Context: an optimization exercise on an open-source flow, tuned for small area, a short achievable clock period and few clock cycles per item. The choices shown serve that exercise and are no tape-out recipe.
The RTL was checked by simulation tests, not by an equivalence proof against the original design.

Design terrain_elevation_color_ramp_top, start of the top module:
module terrain_elevation_color_ramp_top (
    input  logic        aclk,
    input  logic        aresetn,
    input  logic        s_tvalid,
    output logic        s_tready,
    input  logic [31:0] s_tdata,
    output logic        m_tvalid,
    input  logic        m_tready,
    output logic [23:0] m_tdata,
    input  logic        psel,
    input  logic        penable,
    input  logic        pwrite,
    input  logic [2:0]  paddr,
    input  logic [31:0] pwdata,
    output logic [31:0] prdata,
    output logic        pready
);
Size: ~8,200 cells after synthesis, about 640 flip-flops, about 130 I/O pins, about 0.067 mm^2 of cells after synthesis.
clock: 13.5 ns
lec_check: 0
abc_area: 1
cap_margin: 20
core_margin: 2
core_utilization: 40
slew_margin: 20
tns_end_percent: 20
standard.sh (not shown) runs the stock make flow with config.mk's settings and CLKGATE_MAP_FILE= SYNTH_SCRIPT=/design/flow/synth_recipe.tcl, a recipe that flattens the netlist after the stock synthesis.
==> flow/flow/run.sh <==
#!/bin/bash
# The standard layout, with timing repair aimed at a 6.0 ns period instead
# of the 13.5 ns clock (the constraints themselves are unchanged), and port
# buffers that can drive their loads
set -euo pipefail
bash standard.sh SETUP_SLACK_MARGIN=7.5 \
    "BUFFER_PORTS_ARGS=-buffer_cell sky130_fd_sc_hd__buf_4" \
    finish > flow_make.log 2>&1
Testbench counts at the start, summed over its fixed seeds: cycles 16,488, items 16,384.
Next try:
- CAP_MARGIN: 20 -> 10
- CORE_UTILIZATION: 40 -> 55
- PLACE_DENSITY: default -> 0.7
- SLEW_MARGIN: 20 -> 10
- TNS_END_PERCENT: 20 -> default
Result: Worst setup slack is better by 0.071 ns. Clock skew decreases by 0.021 ns. Global-route usage climbs by 7.8 points. Final cell count came out lower by 5.5%. Non-clock buffer count grows by 18. First-iteration DRC count goes up by 7.0%.
Next try:
- CAP_MARGIN: 10 -> 20
- CORE_UTILIZATION: 55 -> 40
- CTS_BUF_LIST: default -> sky130_fd_sc_hd__clkbuf_8
- CTS_CLUSTER_DIAMETER: default -> 100
- CTS_CLUSTER_SIZE: default -> 12
- PLACE_DENSITY: 0.7 -> default
- SLEW_MARGIN: 10 -> 20
=> The changed run ran to the end with no violations; count of clock-buffer cells in the layout drops by 36; clock skew increases by 0.039 ns; synthesized area does not change; design area shrinks by 1.0%; die area increases by 37%; global-route usage drops by 8.2 points; wire length stays flat; core utilization goes down by 17 points; worst hold slack loses 0.0081 ns; final cell count came out higher by 5.4%.
Next try:
- CORE_UTILIZATION: 40 -> 55
- CTS_BUF_LIST: sky130_fd_sc_hd__clkbuf_8 -> default
- CTS_CLUSTER_DIAMETER: 100 -> default
- CTS_CLUSTER_SIZE: 12 -> default
Result:
- cell area rose slightly
- final cell count decreases by a few percent
- routed wire length goes up by a few percent
- register-to-register slack improved by 0.04 ns
- clock-buffer cell count came out higher by 23
- die area decreases by a quarter to a third
Next try:
- CORE_UTILIZATION: 55 -> 40
Result:
- setup slack loses 0.033 ns
- non-clock buffer count falls by 28
- count of clock-buffer cells in the layout goes up by 7
- area after synthesis is unchanged
- global-route usage went down by 9.3 points
- worst hold slack loses 0.015 ns
- clock skew increases by 0.0084 ns
- die area grows by 37%
- wire length came out lower by 2.7%
- first-iteration DRC count drops by 15%
Next try:
--- a/flow/flow/run.sh
+++ b/flow/flow/run.sh
@@ -2 +2 @@
-# The standard layout, with timing repair aimed at a 6.0 ns period instead
+# The standard layout, with timing repair aimed at a 5.8 ns period instead
@@ -6 +6 @@
-bash standard.sh SETUP_SLACK_MARGIN=7.5 \
+bash standard.sh SETUP_SLACK_MARGIN=7.7 \
- CTS_BUF_LIST: default -> sky130_fd_sc_hd__clkbuf_8
- CTS_CLUSTER_DIAMETER: default -> 100
- CTS_CLUSTER_SIZE: default -> 12
After rerunning:
- critical path depth went up by 1
- routed wire length went up by 2.8%
- sequential share of layout area went down by 0.31 points
- maximum frequency went up by 0.49%
- synthesized area does not change
- final area went up by 1.2%
- setup slack gets better by 0.029 ns

---

terrain_elevation_color_ramp_top, a different RTL version from the one above (not shown whole).
Size in the first run: roughly 8500 cells after synthesis, ~130 I/O pins, roughly 71000 um^2 of cells after synthesis.
Settings: LEC_CHECK=0, ABC_AREA=1, CAP_MARGIN=20, CORE_MARGIN=2, CORE_UTILIZATION=40, SLEW_MARGIN=20; clock period 13.5 ns.
run.sh (not shown) runs the stock make flow with config.mk's settings and CLKGATE_MAP_FILE= SYNTH_SCRIPT=/design/flow/synth_recipe.tcl, a recipe that flattens the netlist after the stock synthesis.
Stock flow here: none of the scripts above is used.
The first run went through all stages and came out clean.
Testbench counts at the start, summed over its fixed seeds: cycles 16,488, items 16,384.
Change:
==> flow/flow/run.sh (new file) <==
#!/bin/bash
# The standard layout, with timing repair aimed at a 6.0 ns period instead
# of the 13.5 ns clock (the constraints themselves are unchanged), and port
# buffers that can drive their loads
set -euo pipefail
bash standard.sh SETUP_SLACK_MARGIN=7.5 \
    "BUFFER_PORTS_ARGS=-buffer_cell sky130_fd_sc_hd__buf_4" \
    finish > flow_make.log 2>&1
==> flow/standard.sh (new file) <==
#!/bin/bash
# synth_recipe.tcl (not shown) runs the flow's synth.tcl, then flattens the netlist and writes it again
# the make line also repeats each setting of config.mk as NAME=value (left out here)
make -C /OpenROAD-flow-scripts/flow DESIGN_CONFIG=/design/flow/config.mk WORK_HOME=/design/flow/orfs CLKGATE_MAP_FILE= SYNTH_SCRIPT=/design/flow/synth_recipe.tcl "${@:-finish}"
removed: flow/run.sh
Outcome: Worst setup slack improves by 1.5 ns; count of clock-buffer cells in the layout came out lower by 10; non-clock buffer count goes up by 76; synthesized area is unchanged; cell count came out higher slightly; register-to-register slack improved by 1.3 ns; routed wire length increases by a few percent.

static timing again, ports no longer ideal:
Ports are ideal in the flow. The routed layouts listed here were re-timed in OpenROAD.
Step 1, drivers: a clkbuf_16 drives aclk and a buf_2 each remaining input, both assumed.
Step 2, shift: input delay + t, output delay - t, t = (earliest + latest rising clock arrival at the registers) / 2. This alone moves slack from input paths to output paths.
Three values: ideal ports, drivers, drivers and shift; two values: the first two.
run | t, ns | setup WS [ns] | worst register clock-pin slew, ns
the first run of note 1 | 0.735 | 7.449 / 7.418 / 7.418 | 0.07 / 0.07
the second run of note 1 | 0.730 | 7.520 / 7.481 / 7.481 | 0.07 / 0.07
the third run of note 1 | 0.822 | 7.534 / 7.473 / 7.473 | 0.10 / 0.10
the fourth run of note 1 | 0.744 | 7.549 / 7.496 / 7.496 | 0.07 / 0.07
the fifth run of note 1 | 0.736 | 7.516 / 7.470 / 7.470 | 0.07 / 0.07
the sixth run of note 1 | 0.803 | 7.545 / 7.284 / 7.284 | 0.11 / 0.11
the first run of note 2 | 0.742 | 6.062 / 6.037 / 6.037 | 0.07 / 0.07
the second run of note 2 | 0.742 | 7.525 / 7.468 / 7.468 | 0.07 / 0.07
After both steps every run listed still meets setup and hold. The setup slack of the sixth run of note 1, which loses most, moves by -0.261 ns with the drivers and by -0.261 ns with both steps.
